Background: an optimization exercise with open tools, aiming at small area. Do not read the settings as production practice. The RTL was checked by simulation tests, not by an equivalence proof against the original design. The clock port is modelled as an ideal driver; clocking choices that lean on that would not hold on a real chip. Power figures rest on the tool's default switching activity, not on a simulated workload.

### flow/run.sh
#!/bin/bash
# Standard ORFS layout (the standard.sh) with three changes:
#  - synthesis maps logic with an area-oriented ABC script (flow/abc_area.script);
#  - ports are buffered with buf_1;
#  - the clock tree uses clkbuf_4 leaves and no dummy loads.
set -euo pipefail
W=$(pwd)
export FLOW_ABC_SCRIPT=$W/flow/abc_area.script
export FLOW_SYNTH_TCL=$W/synth_recipe.tcl
export BUFFER_PORTS_ARGS="-buffer_cell sky130_fd_sc_hd__buf_1"
export CTS_ARGS="-sink_clustering_enable -repair_clock_nets -dont_use_dummy_load -buf_list sky130_fd_sc_hd__clkbuf_4 -root_buf sky130_fd_sc_hd__clkbuf_16 -sink_clustering_size 12 -sink_clustering_max_diameter 45"
sed "s#SYNTH_SCRIPT=[^ ]*synth_recipe.tcl#SYNTH_SCRIPT=$W/flow/synth_abc.tcl#" standard.sh > standard_abc.sh
grep -q "SYNTH_SCRIPT=$W/flow/synth_abc.tcl" standard_abc.sh
bash standard_abc.sh > standard_flow.log 2>&1
### flow/abc_area.script
strash
ifraig
balance -l
resub -K 6 -l
rewrite -l
resub -K 6 -N 2 -l
refactor -l
resub -K 8 -l
balance -l
resub -K 8 -N 2 -l
rewrite -l
resub -K 10 -l
rewrite -z -l
resub -K 10 -N 2 -l
balance -l
resub -K 12 -l
refactor -z -l
resub -K 12 -N 2 -l
rewrite -z -l
balance -l
strash
dch -f
amap -m
topo
### flow/synth_abc.tcl
# The standard flow's synthesis script, with ABC's technology mapping run from the
# area-oriented script in flow/abc_area.script (no buffering or sizing).
proc abc {args} {
  set i [lsearch -exact $args -script]
  if {$i >= 0} { lset args [expr {$i + 1}] $::env(FLOW_ABC_SCRIPT) }
  puts "abc: mapping with $::env(FLOW_ABC_SCRIPT)"
  yosys abc {*}$args
}
source $::env(FLOW_SYNTH_TCL)
### standard.sh
#!/bin/bash
# synth_recipe.tcl (not shown) runs the flow's synth.tcl, then flattens the netlist and writes it again
# the make line also repeats each setting of config.mk as NAME=value (left out here)
make -C /OpenROAD-flow-scripts/flow DESIGN_CONFIG=/design/flow/config.mk WORK_HOME=/design/flow/orfs CLKGATE_MAP_FILE= SYNTH_SCRIPT=/design/flow/synth_recipe.tcl "${@:-finish}"
### config.mk
export PLATFORM = sky130hd
export DESIGN_NAME = multicycle_datapath
export DESIGN_NICKNAME = multicycle_datapath
export VERILOG_FILES = /design/flow/design.v
export SDC_FILE = /design/flow/constraint.sdc
export NUM_CORES = 4
export LEC_CHECK = 0
export ABC_AREA = 1
export CAP_MARGIN = 20
export CORE_MARGIN = 2
export CORE_UTILIZATION = 60
export SLEW_MARGIN = 20
### constraint.sdc
create_clock -name core_clock -period 15.0 [get_ports {clk}]
set_input_delay 3.0000 -clock core_clock [delete_from_list [all_inputs] [get_ports {clk}]]
set_output_delay 3.0000 -clock core_clock [all_outputs]
set_load 0.01 [all_outputs]
### design.v
module multicycle_datapath #(
  parameter int PC_W       = 9,
  parameter int INS_W      = 32,
  parameter int RF_ADDRESS = 5,
  parameter int DATA_W     = 64,
  parameter int DM_ADDRESS = 9,
  parameter int ALU_CC_W   = 4
) (
  input  logic                  clk,
  input  logic                  reset,
  output logic                  imem_req,
  output logic [PC_W-1:0]       imem_addr,
  input  logic                  imem_ready,
  input  logic [INS_W-1:0]      imem_rdata,
  output logic                  dmem_req,
  output logic                  dmem_we,
  output logic [DM_ADDRESS-1:0] dmem_addr,
  output logic [DATA_W-1:0]     dmem_wdata,
  input  logic                  dmem_ready,
  input  logic [DATA_W-1:0]     dmem_rdata,
  output logic                  retire,
  output logic                  illegal,
  output logic [PC_W-1:0]       pc_out
);
  localparam logic [3:0] S_CLEAR = 4'd0;   
  localparam logic [3:0] S_FETCH = 4'd1;   
  localparam logic [3:0] S_Q1    = 4'd2;   
  localparam logic [3:0] S_P1    = 4'd3;   
  localparam logic [3:0] S_Q2    = 4'd4;   
  localparam logic [3:0] S_P2    = 4'd5;   
  localparam logic [3:0] S_MEM   = 4'd6;   
  localparam logic [3:0] S_Q3    = 4'd7;   
  localparam logic [3:0] S_P3    = 4'd8;   
  localparam logic [3:0] S_RET   = 4'd9;   
  localparam logic [3:0] S_QU    = 4'd10;  
  localparam logic [3:0] S_PU    = 4'd11;  
  localparam logic [3:0] S_HALT  = 4'd12;  
  localparam logic [2:0] K_R    = 3'b011;
  localparam logic [2:0] K_ADDI = 3'b001;
  localparam logic [2:0] K_LD   = 3'b000;
  localparam logic [2:0] K_SD   = 3'b010;
  localparam logic [2:0] K_BEQ  = 3'b110;
  logic [3:0]  state_q;
  logic [6:0]  cnt_q;
  logic [8:1]  pc_q;
  logic [2:0]  kind_q;
  logic [4:0]  rs1_q, ra_q, rd_q;
  logic [6:0]  hi_q;
  logic [63:0] w_q;
  logic        c_q;
  logic [6:0] i_opc, i_f7;
  logic [2:0] i_f3;
  logic       i_legal, i_r;
  assign i_opc = imem_rdata[6:0];
  assign i_f3  = imem_rdata[14:12];
  assign i_f7  = imem_rdata[31:25];
  assign i_r = (i_opc == 7'b0110011);
  always_comb begin
    i_legal = 1'b0;
    if (i_r && i_f7 == 7'b0000000 && (i_f3 == 3'b000 || i_f3 == 3'b111 ||
                                      i_f3 == 3'b110 || i_f3 == 3'b010)) i_legal = 1'b1;
    if (i_r && i_f7 == 7'b0100000 && i_f3 == 3'b000) i_legal = 1'b1;
    if (i_opc == 7'b0010011 && i_f3 == 3'b000) i_legal = 1'b1;
    if (i_opc == 7'b0000011 && i_f3 == 3'b011) i_legal = 1'b1;
    if (i_opc == 7'b0100011 && i_f3 == 3'b011) i_legal = 1'b1;
    if (i_opc == 7'b1100011 && i_f3 == 3'b000) i_legal = 1'b1;
  end
  logic k_sub, k_and, k_or, k_slt, k_ld, k_sd, k_beq, k_imm, k_wr, k_rr;
  logic k_r;
  assign k_r   = (kind_q == K_R);
  assign k_slt = k_r & (hi_q[2:1] == 2'b01);
  assign k_sub = (k_r & hi_q[5]) | k_slt;
  assign k_and = k_r & (hi_q[2:0] == 3'b111);
  assign k_or  = k_r & (hi_q[2:0] == 3'b110);
  assign k_ld  = (kind_q == K_LD);
  assign k_sd  = (kind_q == K_SD);
  assign k_beq = (kind_q == K_BEQ);
  assign k_imm = ~kind_q[2] & ~(kind_q[1] & kind_q[0]);   
  assign k_wr  = k_r | (kind_q == K_ADDI);    
  assign k_rr  = kind_q[1];                   
  logic [15:0] head;      
  logic [15:0] wen;
  logic        wbit;
  logic [4:0]  ridx;      
  logic        r_bit;
  genvar gi;
  generate
    for (gi = 1; gi < 16; gi++) begin : g_rf
      logic [127:0] r_q;
      always_ff @(posedge clk)
        r_q <= {wen[gi] ? wbit : r_q[0], r_q[127:1]};
      assign head[gi] = r_q[0];
    end
  endgenerate
  logic [63:0] x1_q;
  always_ff @(posedge clk)
    x1_q <= {wen[0] ? wbit : x1_q[0], x1_q[63:1]};
  assign head[0] = x1_q[0];
  logic sel_rs2, sel_rd;
  assign sel_rs2 = (state_q == S_Q1) | (state_q == S_P1);
  assign sel_rd  = (state_q == S_Q3) | (state_q == S_P3);
  assign ridx  = sel_rs2 ? ra_q : sel_rd ? rd_q : rs1_q;
  assign r_bit = (ridx[4:1] == 4'd0) ? (ridx[0] & head[0]) : head[ridx[4:1]];
  logic go;
  assign go = (cnt_q[5:0] == 6'd63) & ((ridx[4:1] == 4'd0) | (cnt_q[6] ^ ridx[0]));
  logic [5:0]  bit_n;
  assign bit_n = cnt_q[5:0];
  logic        imm_bit, a, b, bx, cin, sum, cout, lt, alu_bit;
  always_comb begin
    if ((bit_n < 6'd5) && k_sd) imm_bit = rd_q[0];
    else if (bit_n < 6'd9)   imm_bit = ra_q[0];
    else if (bit_n < 6'd11)  imm_bit = bit_n[0] ? hi_q[4] : hi_q[5];
    else                     imm_bit = hi_q[6];
  end
  assign a    = r_bit;
  assign b    = k_imm ? imm_bit : w_q[0];
  assign bx   = b ^ k_sub;
  assign cin  = (bit_n == 6'd0) ? k_sub : c_q;
  assign sum  = a ^ bx ^ cin;
  assign cout = (a & bx) | (a & cin) | (bx & cin);
  assign lt   = a ^ bx ^ cout;
  always_comb begin
    if (k_and)      alu_bit = a & b;
    else if (k_or)  alu_bit = a | b;
    else if (k_slt) alu_bit = 1'b0;
    else            alu_bit = sum;
  end
  logic c_d;
  always_comb begin
    if (state_q == S_Q3)      c_d = c_q;
    else if (k_beq)           c_d = ((bit_n != 6'd0) & c_q) | (a ^ b);
    else if (bit_n == 6'd63)  c_d = lt;
    else                      c_d = cout;
  end
  always_comb begin
    wbit = w_q[0];
    if (state_q == S_CLEAR)              wbit = 1'b0;
    else if (k_slt && (bit_n == 6'd0))   wbit = c_q;
  end
  logic we_p3;
  assign we_p3 = (state_q == S_P3);
  always_comb begin
    wen[0] = (state_q == S_CLEAR) | (we_p3 & (rd_q == 5'd1));
    for (int k = 1; k < 16; k++)
      wen[k] = (state_q == S_CLEAR) | (we_p3 & (rd_q[4:1] == 4'(k)));
  end
  logic pc_sh, pc_op, pcc_in, pc_s, pcc_q;
  always_comb begin
    if (state_q == S_PU)
      pc_op = bit_n[3] ? (k_beq & (bit_n[2:0] != 3'd0))
                       : (k_beq ? rd_q[1] : (bit_n[2:0] == 3'd1));
    else
      pc_op = (bit_n[2:0] == 3'd1);
  end
  assign pc_sh  = (state_q == S_CLEAR) | ((state_q == S_P2) & (bit_n < 6'd8)) |
                  ((state_q == S_PU) & (bit_n < 6'd16));
  assign pcc_in = (bit_n[2:0] != 3'd0) & pcc_q;
  assign pc_s   = pc_q[1] ^ pc_op ^ pcc_in;
  always_ff @(posedge clk) begin
    pcc_q <= (pc_q[1] & pc_op) | (pc_q[1] & pcc_in) | (pc_op & pcc_in);
    if (pc_sh)
      pc_q <= {pc_s & (state_q != S_CLEAR), pc_q[8:2]};
  end
  logic pass_end, mem_hs;
  assign pass_end = (bit_n == 6'd63);
  assign mem_hs   = (state_q == S_MEM) & dmem_ready;
  always_ff @(posedge clk) begin
    if (reset) begin
      state_q <= S_CLEAR;
      cnt_q   <= 7'd0;
    end else begin
      cnt_q <= cnt_q + 7'd1;
      unique case (state_q)
        S_CLEAR: if (cnt_q == 7'd127) state_q <= S_FETCH;
        S_FETCH: if (imem_ready) state_q <= i_legal ? S_Q1 : S_QU;
        S_Q1:    if (!k_rr) state_q <= S_Q2;
                 else if (go) state_q <= S_P1;
        S_P1:    if (pass_end) state_q <= S_Q2;
        S_Q2:    if (go) state_q <= S_P2;
        S_P2:    if (pass_end) state_q <= (k_ld | k_sd) ? S_MEM : k_beq ? S_RET : S_Q3;
        S_MEM:   if (dmem_ready) state_q <= k_ld ? S_Q3 : S_RET;
        S_Q3:    if (go) state_q <= S_P3;
        S_P3:    if (pass_end) state_q <= S_RET;
        S_RET:   state_q <= (k_beq & ~c_q) ? S_QU : S_FETCH;
        S_QU:    if (pass_end) state_q <= S_PU;
        S_PU:    if (bit_n == 6'd15) state_q <= k_beq ? S_FETCH : S_HALT;
        default: state_q <= S_HALT;
      endcase
    end
  end
  logic fetch_hs, ra_shift, rd_shift, hi_shift;
  assign fetch_hs = (state_q == S_FETCH) & imem_ready;
  assign ra_shift = (state_q == S_P2) & k_imm & (bit_n < 6'd9);
  assign rd_shift = ((state_q == S_P2) & k_sd & (bit_n < 6'd5)) |
                    ((state_q == S_PU) & (bit_n < 6'd8));
  assign hi_shift = ra_shift | ((state_q == S_PU) & (bit_n < 6'd8));
  always_ff @(posedge clk) begin
    if (fetch_hs) begin
      kind_q <= imem_rdata[6:4] | {3{~i_legal}};
      rs1_q  <= imem_rdata[19:15];
      hi_q[6:4] <= imem_rdata[31:29];
    end
    if (fetch_hs) begin
      ra_q      <= imem_rdata[24:20];
      hi_q[3]   <= imem_rdata[28];
      hi_q[2:0] <= i_r ? imem_rdata[14:12] : imem_rdata[27:25];
    end else begin
      if (ra_shift) ra_q <= {hi_q[0], ra_q[4:1]};
      if (hi_shift) hi_q[3:0] <= {sum, hi_q[3:1]};
    end
    if (fetch_hs)
      rd_q <= imem_rdata[11:7];
    else if (rd_shift)
      rd_q <= {hi_q[0], rd_q[4:1]};
  end
  always_ff @(posedge clk) c_q <= c_d;
  logic w_shift, w_in;
  assign w_shift = (state_q == S_P1) || ((state_q == S_P2) && !k_sd) || (state_q == S_P3);
  assign w_in    = ((state_q == S_P1) & r_bit) | ((state_q == S_P2) & k_wr & alu_bit);
  always_ff @(posedge clk) begin
    if (mem_hs || w_shift)
      w_q <= (dmem_rdata & {64{state_q == S_MEM}}) | {w_in, w_q[63:1]};
  end
  assign imem_req   = (state_q == S_FETCH);
  assign imem_addr  = {pc_q, 1'b0};
  assign dmem_req   = (state_q == S_MEM);
  assign dmem_we    = k_sd;
  assign dmem_addr  = {hi_q[3:0], ra_q};
  assign dmem_wdata = w_q;
  assign retire     = (state_q == S_RET);
  assign illegal    = (state_q == S_HALT);
  assign pc_out     = {pc_q, 1'b0};
endmodule
==> results of run 1 <==
[worst max-delay path, cell delays in order (launching register included)]
cell and delay [ns]:
dfxtp_1 0.44, clkinv_1 0.17, nand2_1 0.19, nor2_1 0.13
nor2_1 0.16, clkinv_1 0.24, nor2_1 0.15, a21oi_1 0.06
o22ai_1 0.60, clkinv_1 0.40, a221oi_1 0.40, nor2_1 0.07
o21ai_0 0.14, a21oi_1 0.06, or2_0 0.23, a32oi_1 0.49
clkinv_1 0.33, fa_1 0.62, o2111ai_1 0.24, o221ai_1 0.14
[stage by stage]
stage | worst slack [ns] | area, um2
after CTS | 9.46 | 48600
final | 9.42 | 48600
after global routing | 8.77 | 48600
after floorplan | 8.92 | 45200
after detailed placement | 9.52 | 47100
after global placement | 9.79 | 47100
[cells by family (layout without fill, tap and decap cells)]
kind of cell    after synthesis  count (layout)  share of synthesized area, %
flops                      2094            2094                          95.0
compound gates              191             191                          2.96
simple gates                112             112                          1.08
buf+inv                      65             450                         0.657
fa+ha+maj                     8               8                         0.272
other cells                   1               9                       0.00831
[power groups by stage]
stage	registers [mW]	clock network, mW	logic, mW
after CTS	5.88	2.18	0.444
final	5.88	2.08	0.441
after detailed placement	6.01	0	0.445
after global routing	5.90	2.40	0.484
after floorplan	6.03	0	0.243
after global placement	6.00	0	0.435
[final cells by class]
cell class / count / area [um2]
flip-flops and latches: 2094 / 42900
fillers: 5238 / 25900
multi-input cells: 313 / 1970
clock buffers: 198 / 1500
well taps: 969 / 1210
repair buffers: 201 / 785
inverters: 51 / 191
diodes: 7 / 17.5
[Yosys cell counts]
library cell	instances
o311ai_0	1
o41ai_1	1
nor4_1	5
or3_1	1
edfxtp_1	98
a32oi_1	1
nand3b_1	1
nand3_1	9
a32o_1	1
nor2b_1	4
o2111ai_1	2
a21o_1	63
clkinv_1	51
nand4_1	1
or4_1	1
o221ai_1	4
o211ai_1	3
a211oi_1	4
a2111oi_0	3
nand2b_1	1
o21ai_0	37
conb_1	1
o22ai_1	13
o221a_1	1
o32ai_1	15
a22oi_1	1
ha_1	5
a21oi_1	19
dfxtp_1	1996
o21bai_1	1
o31ai_1	1
o22a_1	5
fa_1	3
or2_0	3
a31oi_1	4
a221o_1	4
nand2_1	29
nor2_1	48
nor3_1	9
o21a_1	1
a311oi_1	1
a221oi_1	5
buf_4	14
[metal layers]
layer	routed length [um]	global-route usage (%)	vias up	share of wire (%)
li1	-	-	8680	-
met4	1950	8.00	0	3.4
met3	2840	3.88	143	4.9
met5	0	0	-	0
met2	22800	20.8	402	39
met1	30400	23.6	8140	52
[sequential cells by signal, indices dropped and copies added (netlist names), 3 cells and up]
register  flops
rs1_q         5
w_q          64
ra_q          5
kind_q        3
x1_q         64
hi_q          7
rd_q          5
pc_q          8
cnt_q         7
g_rf.r_q   1920
state_q       4
[final timing paths]
check | slack, ns | endpoint | start
max | 9.42 | w_q[63]$_DFFE_PP_ | state_q[0]$_SDFFE_PP0P_
min | 0.23 | g_rf[12].r_q[1]$_DFF_P_ | g_rf[12].r_q[2]$_DFF_P_
max reg2reg | 9.42 | w_q[63]$_DFFE_PP_ | state_q[0]$_SDFFE_PP0P_
min reg2reg | 0.23 | g_rf[12].r_q[1]$_DFF_P_ | g_rf[12].r_q[2]$_DFF_P_
==> run notes, run 1 <==
The library cells used most frequently in the layout, excluding fill and tap cells, are 1996 x dfxtp_1, 197 x clkbuf_4, 193 x buf_1, 98 x edfxtp_1, 63 x a21o_1. The shortest clock period the worst path allows after layout works out to 5.58 ns. The post-cts repair resize count is 0.

The clock-pin transition on the worst setup and hold timing paths was 0.11 ns. The tools report the root buffer cell as clkbuf_16. The detailed router placed 17365 vias in this run.

In the final routed layout, each cell accounts on average for 15.1 um. The largest fanout of any net on the critical path was 10. The average vias per placed instance was 4.53. The critical path in this run is classified as reg -> reg. Summed over all instances, the cell type with the most area after synthesis is dfxtp_1. The mean instance size in the synthesized netlist is 18.3 um2. For this run, the register share of the synthesized area comes to 95.0%. The run gives 0.179 GHz as the fmax. The worst setup path is launched from a register. After the flow finishes, the layout carries non-filler instances totaling 3833.

Routability-driven placement finished with a final weighted congestion of 0.795. After legalization and detailed placement, the total HPWL measured 34200 um. VDD sags by at most 0.0924 mV.

Dividing the final minimum period by the clock period gives 37.2%. Worst reg-to-reg path cell count: 19. The arrival time reported for the critical path endpoint was 5.92 ns; the count of port buffers added during placement was 193. The number of hold buffers added after CTS was 0.

TritonCTS built the clock tree. Synthesis produced 2471 cells. The worst setup path is captured at a register. Measured against its own limit, the worst slew margin works out to 39.2%. Max-cap violations in this run came to 0. Setup repair after global routing left no endpoint under its margin. The detail route stage leaves a number of antenna-violating nets equal to 0. For the count of final setup violators, the log shows 0. The total count of hold-check failures in the final report is 0. The kind of path behind the tightest hold check was reg -> reg. The number of placed instances, taps included, is 3628. In the final timing run, aggregate negative setup slack is 0 ns. Data on the critical path is required at its endpoint by 15.34 ns. The Yosys warning count is 1, and the final layout net count is 2967. Cell internal power was estimated by the tool at 6.57 mW.

The number of global-route vias before repair is 17834. The register bit count reported by yosys came out at 2094. Final hold analysis gives a worst-case slack of 0.228 ns. The cell area that synthesis handed to floorplanning was 0.0451 mm2.

The area share of the largest cell type after synthesis was 88.5%; the count of unresolved DRC violations after routing was 0. Entering global routing, the biggest net connects 66 pins. For the worst-skew pair, the clock arrives at the later sink with an insertion delay of 0.78 ns.

The first global-routing pass estimated 94100 um of wire. In this run the core area contains 100 standard-cell rows. The logs give 0 for the remaining global-route overflow and 4 for the maximum level of the CTS H-tree.

Post-CTS timing repair inserted 0 buffers for setup. At the end of the flow the core is filled with cells to 65.3%. After layout, the design draws a total of 8.40 mW. After floorplanning, the core was sized to cover 0.0744 mm2. The flow ran to the end and the layout has no timing, DRC or antenna violations.

Wire length after detailed routing: 58000 um. Measured along the x axis, the die boundary spans 278 um. Counting the buffers created by CTS gives 198. The number of clock sinks seen by CTS is 2094.

The run gives 1.83 mW as the power spent charging and discharging nets. The tools report the number of antenna violations at the first check in global routing as 4. The initial core utilization is 60.6%.

Cells with a size suffix above 1 make up 7.28% of the layout. The first detailed-routing pass took 4 iterations. Per report_power, the combinational group accounts for 5.2% of the total. Slew of the pin with the lowest slew margin: 0.904 ns. Ranked by total cell area, the synthesized netlist is headed by dfxtp_1 89%, edfxtp_1 6.5%, a21o_1 1.0%. In this run, the number of DRC markers left after iteration 0 of detailed routing was 750.

The leakage power summed over all cells came out at 19.1 nW. The tools report the number of buffers on the longest clock path as 3. The tools report the number of slew-limit violations in the final report as 0. The power density of the placed cells was 173 mW/mm2; the die height was 278 um. The synthesized netlist contains 43 unique library cells. Net switching is 21.8% of the power. The part of the total power dissipated in sequential elements was 70.0%. Leaving out fill and tap cells, the most frequent cell in the layout is dfxtp_1. Relative to the synthesized area, the layout overhead comes to 7.61%.

The number of I/O pins was 196; the total global-route track usage was 15.6%. The clock arrives with 0.179 ns of skew. The cell depth of the worst min-delay path is 0.

For the share of power burned in the clock network, the log shows 24.7%. The area of the die came out at 0.0775 mm2.
==> inputs of run 2 (changes only) <==
--- a/flow/run.sh
+++ b/flow/run.sh
@@ -8,7 +8,7 @@
 export FLOW_ABC_SCRIPT=$W/flow/abc_area.script
 export FLOW_SYNTH_TCL=$W/synth_recipe.tcl
 export BUFFER_PORTS_ARGS="-buffer_cell sky130_fd_sc_hd__buf_1"
-export CTS_ARGS="-sink_clustering_enable -repair_clock_nets -dont_use_dummy_load -buf_list sky130_fd_sc_hd__clkbuf_4 -root_buf sky130_fd_sc_hd__clkbuf_16 -sink_clustering_size 12 -sink_clustering_max_diameter 45"
+export CTS_ARGS="-sink_clustering_enable -repair_clock_nets -dont_use_dummy_load -buf_list sky130_fd_sc_hd__clkbuf_4 -root_buf sky130_fd_sc_hd__clkbuf_16 -sink_clustering_size 13 -sink_clustering_max_diameter 34"
 sed "s#SYNTH_SCRIPT=[^ ]*synth_recipe.tcl#SYNTH_SCRIPT=$W/flow/synth_abc.tcl#" standard.sh > standard_abc.sh
 grep -q "SYNTH_SCRIPT=$W/flow/synth_abc.tcl" standard_abc.sh
 bash standard_abc.sh > standard_flow.log 2>&1
==> flow/abc_area.script (replaced) <==
strash
ifraig
dc2
strash
dc2
strash
dch -f
amap -m
topo
==> run 2 against run 1 <==
Against the previous run: global-route usage fell by 0.91 points; wire length fell by 5.0%; critical path depth rose by 3; die area barely moved; highest routed layer unchanged; sequential share of layout area barely moved; fmax rose by 4.5%; cell area barely moved; combinational power barely moved; non-clock buffer count fell by 4; hold slack improved by 0.0052 ns; still clean.
==> run notes, run 2 <==
The flow ran to the end and the layout has no timing, DRC or antenna violations. Startpoint type of the worst setup path: a register (unchanged). The number of global-route vias before repair was 17623 (was 17834).

The number of slew-limit violations in the final report is 0 (unchanged). Die width: 278 um (about the same). The area share of the largest cell type after synthesis was 88.4% (was 88.5%); the number of I/O pins was 196 (unchanged). The tools report the number of detailed-routing iterations run before antenna repair as 5 (was 4). Yosys warning count: 1 (unchanged).

Root buffer cell: clkbuf_16 (unchanged). The placed cell count is 3648 (was 3628). The final-layout fill cell count is 5250 (was 5238). Slew of the pin with the lowest slew margin: 0.961 ns (was 0.904 ns). The cell-internal power is 7.23 mW (was 6.57 mW), and the total global-route track usage is 14.7% (was 15.6%). Setup repair after global routing left no endpoint under its margin. Slowest stage cell on the critical path: fa_1 (unchanged). The tools report the capturing element type of the critical path as a register (unchanged). The reg-to-reg endpoint was w_q[63]$_DFFE_PP_ (unchanged). For the number of clock sinks seen by CTS, the log shows 2094 (unchanged).

The leakage power summed over all cells was 19.3 nW (was 19.1 nW). The kind of path behind the tightest hold check was reg -> reg (unchanged). Kind of cell adding the most delay to the critical path: simple AND/OR/NAND/NOR gates (was compound AO/OA/AOI/OAI gates).

The number of setup buffers added after CTS is 0 (unchanged). The maximum level of the CTS H-tree is 4 (unchanged). Commonest cells after routing, fill and taps aside: 1996 x dfxtp_1, 197 x clkbuf_4, 193 x buf_1, 98 x edfxtp_1, 74 x clkinv_1 (was 1996 x dfxtp_1, 197 x clkbuf_4, 193 x buf_1, 98 x edfxtp_1, 63 x a21o_1). The logs give 0 (unchanged) for the count of unresolved DRC violations after routing and 60.7% (was 60.6%) for the initial core utilization. The part of the total power dissipated in sequential elements is 72.6% (was 70.0%). The logs give 22.6% (was 24.7%) for the share of power burned in the clock network and 15.35 ns (was 15.34 ns) for the worst path required time. For the proportion of power drawn by combinational gates, the log shows 4.8% (was 5.2%). The first-iteration detailed-routing DRC count was 802 (was 750); the wire length after detailed routing was 55200 um (was 58000 um).

The worst reg-to-reg path cell count was 22 (was 19). The post-synthesis instance area came out at 0.0452 mm2 (was 0.0451 mm2). The most frequently used flop master after synthesis is dfxtp_1 (unchanged).

Most area-hungry cell type in the Yosys netlist: dfxtp_1 (unchanged). The beginning of the worst register-to-register path is state_q[0]$_SDFFE_PP0P_ (unchanged). The area added between synthesis and finish was 7.51% (was 7.61%); the setup skew after layout was 0.151 ns (was 0.179 ns). The count of vias placed by the detailed router is 17288 (was 17365). The area of the placeable core is 0.0744 mm2 (unchanged). The count of final setup violators came out at 0 (unchanged).

The remaining max-slew budget at the tightest pin was 35.4% (was 39.2%). The synthesized netlist cell count was 2495 (was 2471). Most flop-heavy register: g_rf.r_q (unchanged). The area of the die is 0.0775 mm2 (about the same), and the shortest clock period the worst path allows after layout is 5.34 ns (was 5.58 ns). The fmax is 0.187 GHz (was 0.179 GHz). Dominant cells by area after synthesis: dfxtp_1 88%, edfxtp_1 6.5%, a21o_1 1.1% (was dfxtp_1 89%, edfxtp_1 6.5%, a21o_1 1.0%). The tools report the number of distinct library cells after synthesis as 34 (was 43). Endpoint with the worst hold slack: g_rf[7].r_q[22]$_DFF_P_ (was g_rf[12].r_q[1]$_DFF_P_). The routed length per instance was 14.3 um (was 15.1 um); the die height was 278 um (about the same). For the clock latency reported for the late side of the worst-skew pair, the log shows 0.75 ns (was 0.78 ns). The arrival time reported for the critical path endpoint was 5.68 ns (was 5.92 ns); the power spent charging and discharging nets was 1.97 mW (was 1.83 mW).

The setup TNS is 0 ns (unchanged). The tools report the remaining global-route overflow as 0 (unchanged). Total count of hold-check failures in the final report: 0 (unchanged). For the worst hold slack, the log shows 0.233 ns (was 0.228 ns). Final layout net count: 2987 (was 2967). The tools report the number of standard cells in the layout, taps in and fillers out as 3851 (was 3833). Top cells by instance count after synthesis: 1996 x dfxtp_1, 98 x edfxtp_1, 74 x clkinv_1, 64 x a21o_1, 64 x nor2_1 (was 1996 x dfxtp_1, 98 x edfxtp_1, 63 x a21o_1, 51 x clkinv_1, 48 x nor2_1). The number of flip-flops under the largest register name was 1920 (unchanged); the wire length of the first global-routing pass was 90500 um (was 94100 um).

The run gives 9.66 ns (was 9.42 ns) as the worst-case register-to-register setup slack. The register bit count reported by yosys works out to 2094 (unchanged). The leading cell type in the layout, fill and taps excluded is dfxtp_1 (unchanged). The routability congestion estimate from global placement is 0.845 (was 0.795).

Most frequently used cell type in the post-synthesis netlist: dfxtp_1 (unchanged). Number of clock buffers inserted by TritonCTS: 198 (unchanged). Largest fanout of any net on the critical path: 7 (was 10). The final clock period utilization by the worst path came out at 35.6% (was 37.2%). The remaining antenna violation count after routing was 0 (unchanged); the mean instance size in the synthesized netlist was 18.1 um2 (was 18.3 um2).

The number of buffers on the longest clock path was 3 (unchanged); the buffering stage count on the worst path with inverters included was 5 (was 4). The run gives 0.0923 mV (was 0.0924 mV) as the maximum vdd drop. The startpoint-to-endpoint class of the critical path is reg -> reg (unchanged). The tools report the share of synthesized area occupied by flip-flops and latches as 94.9% (was 95.0%).

The async set or reset register ratio after synthesis came out at 0% (unchanged). The largest net degree at the start of global routing is 66 (unchanged), and the clock-pin transition on the worst setup and hold timing paths is 0.12 ns (was 0.11 ns). The run gives 2 (was 4) as the number of antenna violations at the first check in global routing. The average vias per placed instance came out at 4.49 (was 4.53). The number of enable-type register cells in the synthesized netlist is 98 (unchanged), and the post-cts hold buffer count is 0 (unchanged). Ratio of cells with drive above 1 in the final layout: 7.09% (was 7.28%).

The share of total power consumed by net switching was 21.4% (was 21.8%); the number of violations of the max-capacitance limit was 0 (unchanged). The post-cts repair resize count is 0 (unchanged). Count of port buffers added during placement: 193 (unchanged). The power density of the placed cells was 189 mW/mm2 (was 173 mW/mm2). Largest registers: g_rf.r_q x1920, w_q x64, x1_q x64 (unchanged). The cell depth of the worst min-delay path came out at 0 (unchanged). TritonCTS built the clock tree. Series of cell instances along the critical path: clkinv_1, nand2_1, nor2_1, nor2_1, clkinv_1, nor2_1, a21oi_1, o22ai_1, clkinv_1, nand2_1, nor2_1, nor3_1, a31oi_1, nor2_1, a31oi_1, a31oi_1, clkinv_1, fa_1, o211ai_1, nor2_1, a222oi_1, clkinv_1 (was clkinv_1, nand2_1, nor2_1, nor2_1, clkinv_1, nor2_1, a21oi_1, o22ai_1, clkinv_1, a221oi_1, nor2_1, o21ai_0, a21oi_1, or2_0, a32oi_1, clkinv_1, fa_1, o2111ai_1, o221ai_1). Start point of the worst hold path: g_rf[7].r_q[23]$_DFF_P_ (was g_rf[12].r_q[2]$_DFF_P_).

The highest cell delay on the worst timing path came out at 0.62 ns (about the same). Number of rows in the core area: 100 (unchanged). The library cell appearing most often on the critical path was nor2_1.

HPWL reported at the end of detailed placement: 31400 um (was 34200 um).
run 2: cell count changes in the layout (fill, tap and decap cells not counted), moves of 3 or more:
cell / before / now
nor2_1: 47 / 63
a31oi_1: 4 / 8
clkinv_1: 51 / 74
a221o_1: 4 / 0
buf_4: 8 / 4
nor3_1: 9 / 12
o21ai_0: 36 / 25
a22oi_1: 1 / 6
run 2: worst reg2reg max path: cells and delay by family, from the launching register on:
| kind | cells | cell delay (ns) |
|---|---|---|
| AOI/OAI and AO/OA | 7 | 1.41 |
| DFF | 1 | 0.45 |
| adders and majority gates | 1 | 0.62 |
| buffers and inverters | 5 | 1.10 |
| and+or+nand+nor | 9 | 1.44 |
run 2: logic make-up after synthesis:
| kind of cell | Yosys count | synth area share, % |
|---|---|---|
| AO/OA/AOI/OAI | 177 | 2.75 |
| adder cells (fa/ha/maj) | 8 | 0.271 |
| buffers and inverters | 88 | 0.847 |
| flip-flops | 2094 | 94.9 |
| other | 1 | 0.00830 |
| AND/OR/NAND/NOR | 127 | 1.19 |
run 2: layout make-up:
type	instances	area, um2	area share, %
sequential	2094	42900	88.3
inverter	74	278	0.572
tap	969	1210	2.50
multi-input combinational	314	1920	3.96
clock buffer	198	1500	3.10
timing repair buffer	197	754	1.55
antenna	5	12.5	0.0258
run 2: power by group through the flow:
| stage | Sequential [mW] | Clock (mW) | Combinational [mW] |
|---|---|---|---|
| after floorplan | 6.77 | 0 | 0.249 |
| after global placement | 6.79 | 0 | 0.439 |
| after detailed placement | 6.83 | 0 | 0.444 |
| after CTS | 6.71 | 2.18 | 0.446 |
| after global routing | 6.77 | 2.40 | 0.488 |
| final | 6.68 | 2.08 | 0.441 |
run 2: layer usage:
| layer | vias to the layer above | global-route usage [%] | part of all wire [%] |
|---|---|---|---|
| met3 | 144 | 4.10 | 5.1 |
| li1 | 8698 | - | - |
| met4 | 0 | 6.76 | 2.8 |
| met5 | - | 0 | 0 |
| met1 | 8069 | 22.5 | 53 |
| met2 | 377 | 19.2 | 39 |
run 2: metrics by stage:
stage	worst slack [ns]	cell area (um2)	total power [mW]	utilization [%]
after floorplan	9.41	45200	7.02	-
after global placement	9.91	47100	7.23	63.2
after detailed placement	9.79	47100	7.27	63.2
after CTS	9.77	48600	9.34	65.2
after global routing	9.17	48600	9.66	65.3
final	9.66	48600	9.20	65.3
run 2: worst max-delay path by stage:
| stage | to | start | depth (start not counted) | slack (ns) |
|---|---|---|---|---|
| finish | w_q[63]$_DFFE_PP_ | state_q[0]$_SDFFE_PP0P_ | 22 | 9.66 |
| global route | w_q[63]$_DFFE_PP_ | state_q[0]$_SDFFE_PP0P_ | 22 | 9.17 |
| CTS | w_q[63]$_DFFE_PP_ | state_q[0]$_SDFFE_PP0P_ | 22 | 9.77 |
| detailed placement | rd_q[1]$_DFFE_PP_ | imem_ready | 4 | 9.79 |
| global placement | rd_q[2]$_DFFE_PP_ | imem_ready | 4 | 9.91 |
| floorplan | dmem_req | state_q[0]$_SDFFE_PP0P_ | 3 | 9.41 |
==> inputs of run 3 (changes only) <==
==> flow/run.sh (replaced) <==
#!/bin/bash
# Standard ORFS layout (the standard.sh) with three changes:
#  - synthesis maps logic with an area-oriented ABC script (flow/abc_area.script);
#  - ports are buffered with buf_1;
#  - the clock tree uses clkbuf_4 leaves and no dummy loads; leaves whose
#    flip-flops see a slow clock edge are upsized afterwards (flow/post_cts.tcl).
set -euo pipefail
W=$(pwd)
export FLOW_ABC_SCRIPT=$W/flow/abc_area.script
export FLOW_SYNTH_TCL=$W/synth_recipe.tcl
export BUFFER_PORTS_ARGS="-buffer_cell sky130_fd_sc_hd__buf_1"
export POST_CTS_TCL=$W/flow/post_cts.tcl
export FLOW_CLK_SLEW_PS=110
export CTS_ARGS="-sink_clustering_enable -repair_clock_nets -dont_use_dummy_load -buf_list sky130_fd_sc_hd__clkbuf_4 -root_buf sky130_fd_sc_hd__clkbuf_16 -sink_clustering_size 13 -sink_clustering_max_diameter 40"
sed "s#SYNTH_SCRIPT=[^ ]*synth_recipe.tcl#SYNTH_SCRIPT=$W/flow/synth_abc.tcl#" standard.sh > standard_abc.sh
grep -q "SYNTH_SCRIPT=$W/flow/synth_abc.tcl" standard_abc.sh
bash standard_abc.sh > standard_flow.log 2>&1
==> flow/post_cts.tcl (new file) <==
# After clock tree synthesis: upsize the clock buffers (clkbuf_4 -> clkbuf_8)
# that drive a flip-flop clock pin whose estimated slew is over a threshold,
# then legalize the placement again.
proc my_clk_pin_slew_ps {pin} {
  set w 0
  foreach edge {rise fall} {
    foreach mm {min max} {
      set s [expr {[sta::time_ui_sta [get_property $pin slew_${mm}_${edge}]] * 1e12}]
      if {$s > $w} { set w $s }
    }
  }
  return $w
}
proc my_fix_clk_slew {thresh} {
  estimate_parasitics -placement
  set drivers [dict create]
  foreach pin [all_registers -clock_pins -edge_triggered] {
    if {[my_clk_pin_slew_ps $pin] > $thresh} {
      set net [get_nets -of_objects $pin]
      foreach dp [get_pins -of_objects $net -filter "direction==output"] {
        dict set drivers [get_full_name [get_cells -of_objects $dp]] 1
      }
    }
  }
  set n 0
  foreach inst [dict keys $drivers] {
    set cell [get_cells $inst]
    if {[get_property $cell ref_name] eq "sky130_fd_sc_hd__clkbuf_4"} {
      replace_cell $cell sky130_fd_sc_hd__clkbuf_8
      incr n
    }
  }
  puts "post_cts: upsized $n clock buffers (slew over $thresh ps)"
  return $n
}
for {set i 0} {$i < 3} {incr i} {
  if {[my_fix_clk_slew $::env(FLOW_CLK_SLEW_PS)] == 0} { break }
  detailed_placement
}
estimate_parasitics -placement
==> run 3 against run 2 <==
Against the previous run: clock skew grew 0.037 ns; hold slack lost 0.0073 ns; first-iteration DRC count grew 8.9%; setup slack gained 0.15 ns; critical path depth is the same; total power grew 4.4%; clock power grew 19%; flip-flop and latch count is the same; wire length shrank 0.34%; count of clock-buffer cells in the layout shrank 10; synthesized area is the same; cell area grew 1.6%; critical endpoint unchanged.
==> run notes, run 3 <==
The flow ran to the end and the layout has no timing, DRC or antenna violations. The tools report the worst path required time as 15.40 ns (was 15.35 ns). The Yosys warning count is 1 (unchanged). The count of unresolved DRC violations after routing was 0 (unchanged).

The total global-route track usage was 14.6% (was 14.7%); the initial core utilization was 60.7% (unchanged). The run gives 873 (was 802) as the first-iteration detailed-routing DRC count. The reg-to-reg endpoint is w_q[63]$_DFFE_PP_ (unchanged). The tools report the start point of the worst hold path as g_rf[14].r_q[122]$_DFF_P_ (was g_rf[7].r_q[23]$_DFF_P_). Final-layout fill cell count: 5121 (was 5250).

The routed length per instance was 14.3 um (about the same); the count of port buffers added during placement was 193 (unchanged). The HPWL reported at the end of detailed placement was 31400 um (unchanged); the fmax was 0.193 GHz (was 0.187 GHz). The area of the placeable core was 0.0744 mm2 (unchanged).

The total power came out at 9.60 mW (was 9.20 mW). The buffering stage count on the worst path with inverters included is 5 (unchanged), and the setup skew after layout is 0.188 ns (was 0.151 ns). Dominant cells by area after synthesis: dfxtp_1 88%, edfxtp_1 6.5%, a21o_1 1.1% (unchanged). The number of clock sinks seen by CTS was 2094 (unchanged); the largest fanout of any net on the critical path was 7 (unchanged). The run gives 5.59 ns (was 5.68 ns) as the arrival time reported for the critical path endpoint. The number of global-route vias before repair came out at 17479 (was 17623). The logs give 66 (unchanged) for the largest net degree at the start of global routing and 90200 um (was 90500 um) for the wire length of the first global-routing pass. The clock-pin transition on the worst setup and hold timing paths works out to 0.08 ns (was 0.12 ns). The register bit count reported by yosys came out at 2094 (unchanged). Library cell appearing most often on the critical path: nor2_1 (unchanged). The run gives 55000 um (was 55200 um) as the wire length after detailed routing. Setup repair after global routing left no endpoint under its margin. The run gives 0.80 ns (was 0.75 ns) as the clock latency reported for the late side of the worst-skew pair.

The slew of the pin with the lowest slew margin works out to 0.964 ns (was 0.961 ns). The most area-hungry cell type in the Yosys netlist is dfxtp_1 (unchanged). Kind of cell adding the most delay to the critical path: compound AO/OA/AOI/OAI gates (was simple AND/OR/NAND/NOR gates). The endpoint with the worst hold slack is g_rf[14].r_q[121]$_DFF_P_ (was g_rf[7].r_q[22]$_DFF_P_). The share of total power consumed by net switching was 20.9% (was 21.4%); the maximum vdd drop was 0.136 mV (was 0.0923 mV).

The total count of hold-check failures in the final report was 0 (unchanged). The leading cell type in the layout, fill and taps excluded was dfxtp_1 (unchanged). The placed cell count is 3648 (unchanged), and the async set or reset register ratio after synthesis is 0% (unchanged).

The die height was 278 um (unchanged); the number of antenna violations at the first check in global routing was 2 (unchanged). The cell-internal power is 7.59 mW (was 7.23 mW), and the worst reg-to-reg path cell count is 22 (unchanged). The tools report the capturing element type of the critical path as a register (unchanged).

The footprint of the flip-flops and latches was 0.0429 mm2 (unchanged). The area share of the largest cell type after synthesis is 88.4% (unchanged). The tools report the number of detailed-routing iterations run before antenna repair as 5 (unchanged).

The number of I/O pins came out at 196 (unchanged). The run gives 0 (unchanged) as the number of slew-limit violations in the final report. The slowest stage cell on the critical path is fa_1 (unchanged). The logs give 94.9% (unchanged) for the share of synthesized area occupied by flip-flops and latches and 0.0494 mm2 (was 0.0486 mm2) for the finished layout cell area. The number of violations of the max-capacitance limit was 0 (unchanged); the count of final setup violators was 0 (unchanged). The shortest clock period the worst path allows after layout is 5.19 ns (was 5.34 ns). The startpoint-to-endpoint class of the critical path was reg -> reg (unchanged).

The highest cell delay on the worst timing path came out at 0.62 ns (about the same). Largest registers: g_rf.r_q x1920, w_q x64, x1_q x64 (unchanged). The run gives 2977 (was 2987) as the final layout net count.

TritonCTS built the clock tree. The synthesized netlist cell count came out at 2495 (unchanged). The proportion of power drawn by combinational gates came out at 4.6% (was 4.8%).

The die width is 278 um (unchanged). The remaining antenna violation count after routing was 0 (unchanged); the setup TNS was 0 ns (unchanged). Commonest cells after routing, fill and taps aside: 1996 x dfxtp_1, 193 x buf_1, 140 x clkbuf_8, 98 x edfxtp_1, 74 x clkinv_1 (was 1996 x dfxtp_1, 197 x clkbuf_4, 193 x buf_1, 98 x edfxtp_1, 74 x clkinv_1). The remaining global-route overflow is 0 (unchanged), and the cell depth of the worst min-delay path is 0 (unchanged).

The mean instance size in the synthesized netlist was 18.1 um2 (unchanged); the area occupied by multi-input gates was 0.00192 mm2 (unchanged). The routability congestion estimate from global placement came out at 0.845 (unchanged). The power spent charging and discharging nets was 2.01 mW (was 1.97 mW); the ratio of cells with drive above 1 in the final layout was 6.77% (was 7.09%). The tools report the beginning of the worst register-to-register path as state_q[0]$_SDFFE_PP0P_ (unchanged). The cell area reported after detailed placement was 0.0471 mm2 (unchanged); the worst-case register-to-register setup slack was 9.81 ns (was 9.66 ns). The run gives 0.0775 mm2 (unchanged) as the area of the die. The tools report the number of rows in the core area as 100 (unchanged). Top cells by instance count after synthesis: 1996 x dfxtp_1, 98 x edfxtp_1, 74 x clkinv_1, 64 x a21o_1, 64 x nor2_1 (unchanged). The kind of path behind the tightest hold check is reg -> reg (unchanged). The power density of the placed cells is 194 mW/mm2 (was 189 mW/mm2), and the number of flip-flops under the largest register name is 1920 (unchanged). Number of distinct library cells after synthesis: 34 (unchanged). For the part of the total power dissipated in sequential elements, the log shows 69.6% (was 72.6%). The most frequently used cell type in the post-synthesis netlist is dfxtp_1 (unchanged).

The area added between synthesis and finish is 9.27% (was 7.51%). Number of enable-type register cells in the synthesized netlist: 98 (unchanged). The tools report the startpoint type of the worst setup path as a register (unchanged). The leakage power summed over all cells is 19.6 nW (was 19.3 nW).

The average vias per placed instance was 4.48 (was 4.49); the share of power burned in the clock network was 25.8% (was 22.6%). The most frequently used flop master after synthesis was dfxtp_1 (unchanged). The most flop-heavy register was g_rf.r_q (unchanged). The final clock period utilization by the worst path was 34.6% (was 35.6%); the number of standard cells in the layout, taps in and fillers out was 3838 (was 3851). The count of vias placed by the detailed router is 17191 (was 17288).

The run gives 0.0452 mm2 (unchanged) as the post-synthesis instance area. Series of cell instances along the critical path: clkinv_1, nand2_1, nor2_1, nor2_1, clkinv_1, nor2_1, a21oi_1, o22ai_1, clkinv_1, nand2_1, nor2_1, nor3_1, a31oi_1, nor2_1, a31oi_1, a31oi_1, clkinv_1, fa_1, o211ai_1, nor2_1, a222oi_1, clkinv_1 (unchanged). Remaining max-slew budget at the tightest pin: 35.2% (was 35.4%).
==> run 3: worst register-to-register path: cells and delay by family (launching register included) <==
| kind | cells | cell delay, ns |
|---|---|---|
| flops | 1 | 0.43 |
| simple gates | 9 | 1.39 |
| buf+inv | 5 | 1.09 |
| compound gates | 7 | 1.39 |
| fa+ha+maj | 1 | 0.62 |
==> run 3: cell type report <==
cell class / instances / share of cell area, %
inverters: 74 / 0.563
clock buffers: 188 / 4.67
repair buffers: 197 / 1.53
diodes: 2 / 0.0101
flip-flops and latches: 2094 / 86.9
multi-input cells: 314 / 3.90
well taps: 969 / 2.46
==> run 3: cell families after synthesis <==
group	synth area share, %
other cells	0.00830
fa+ha+maj	0.271
flops	94.9
simple gates	1.19
compound gates	2.75
buf+inv	0.847
==> run 3: per-stage QoR <==
step / hold slack, ns / setup WS (ns) / utilization [%]
final: 0.226 / 9.81 / 66.3
after global routing: 0.224 / 9.26 / 66.3
after detailed placement: 0.312 / 9.79 / 63.2
after global placement: 0.310 / 9.91 / 63.2
after floorplan: 0.310 / 9.41 / -
==> run 3: power by group through the flow <==
stage	clock [mW]	combinational (mW)	sequential [mW]
finish	2.48	0.441	6.68
global route	2.81	0.488	6.77
detailed placement	0	0.444	6.83
global placement	0	0.439	6.79
floorplan	0	0.249	6.77
==> run 3: how the worst max path moves through the flow <==
stage | startpoint | endpoint | depth (start not counted) | slack [ns]
floorplan | state_q[0]$_SDFFE_PP0P_ | dmem_req | 3 | 9.41
global placement | imem_ready | rd_q[2]$_DFFE_PP_ | 4 | 9.91
detailed placement | imem_ready | rd_q[1]$_DFFE_PP_ | 4 | 9.79
global route | state_q[0]$_SDFFE_PP0P_ | w_q[63]$_DFFE_PP_ | 22 | 9.26
finish | state_q[0]$_SDFFE_PP0P_ | w_q[63]$_DFFE_PP_ | 22 | 9.81
==> run 3: per-layer routing <==
| metal | vias to the layer above | part of all wire (%) | track usage, % | wire length [um] |
|---|---|---|---|---|
| li1 | 8629 | - | - | - |
| met1 | 8055 | 54 | 22.6 | 29400 |
| met2 | 381 | 39 | 19.3 | 21200 |
| met3 | 126 | 5.1 | 3.84 | 2820 |
| met4 | 0 | 2.8 | 6.61 | 1520 |
| met5 | - | 0 | 0 | 0 |

static timing again, ports no longer ideal:
No port has a modelled driver above. Below, the same layouts with a new extraction and two added sets of constraints.
Step 1 (the two cells are an assumption about what drives the block):
set clk [get_ports {clk}]
set_driving_cell -lib_cell sky130_fd_sc_hd__clkbuf_16 $clk
set_driving_cell -lib_cell sky130_fd_sc_hd__buf_2 [delete_from_list [all_inputs] $clk]
Step 2 times the ports against the registers' clock, not the clock port: input delays grow and output delays shrink by t, the midpoint of the rising clock arrivals with the driver on.
Three values: ideal ports, drivers, drivers and shift; two values: the first two.
run | t (ns) | setup WS [ns] | worst setup path after step 2 | slew at the worst register clock pin (ns) | worst data-port slew with drivers (ns)
run 1 | 0.757 | 9.422 / 9.422 / 9.422 | register to register | 0.12 / 0.12 | 0.12
run 2 | 0.754 | 9.661 / 9.661 / 9.661 | register to register | 0.13 / 0.13 | 0.05
run 3 | 0.771 | 9.807 / 9.807 / 9.743 | input to register | 0.11 / 0.11 | 0.05
After both steps every run listed still meets setup and hold. The setup slack of run 3, which loses most, moves by 0.000 ns with the drivers and by -0.064 ns with both steps.
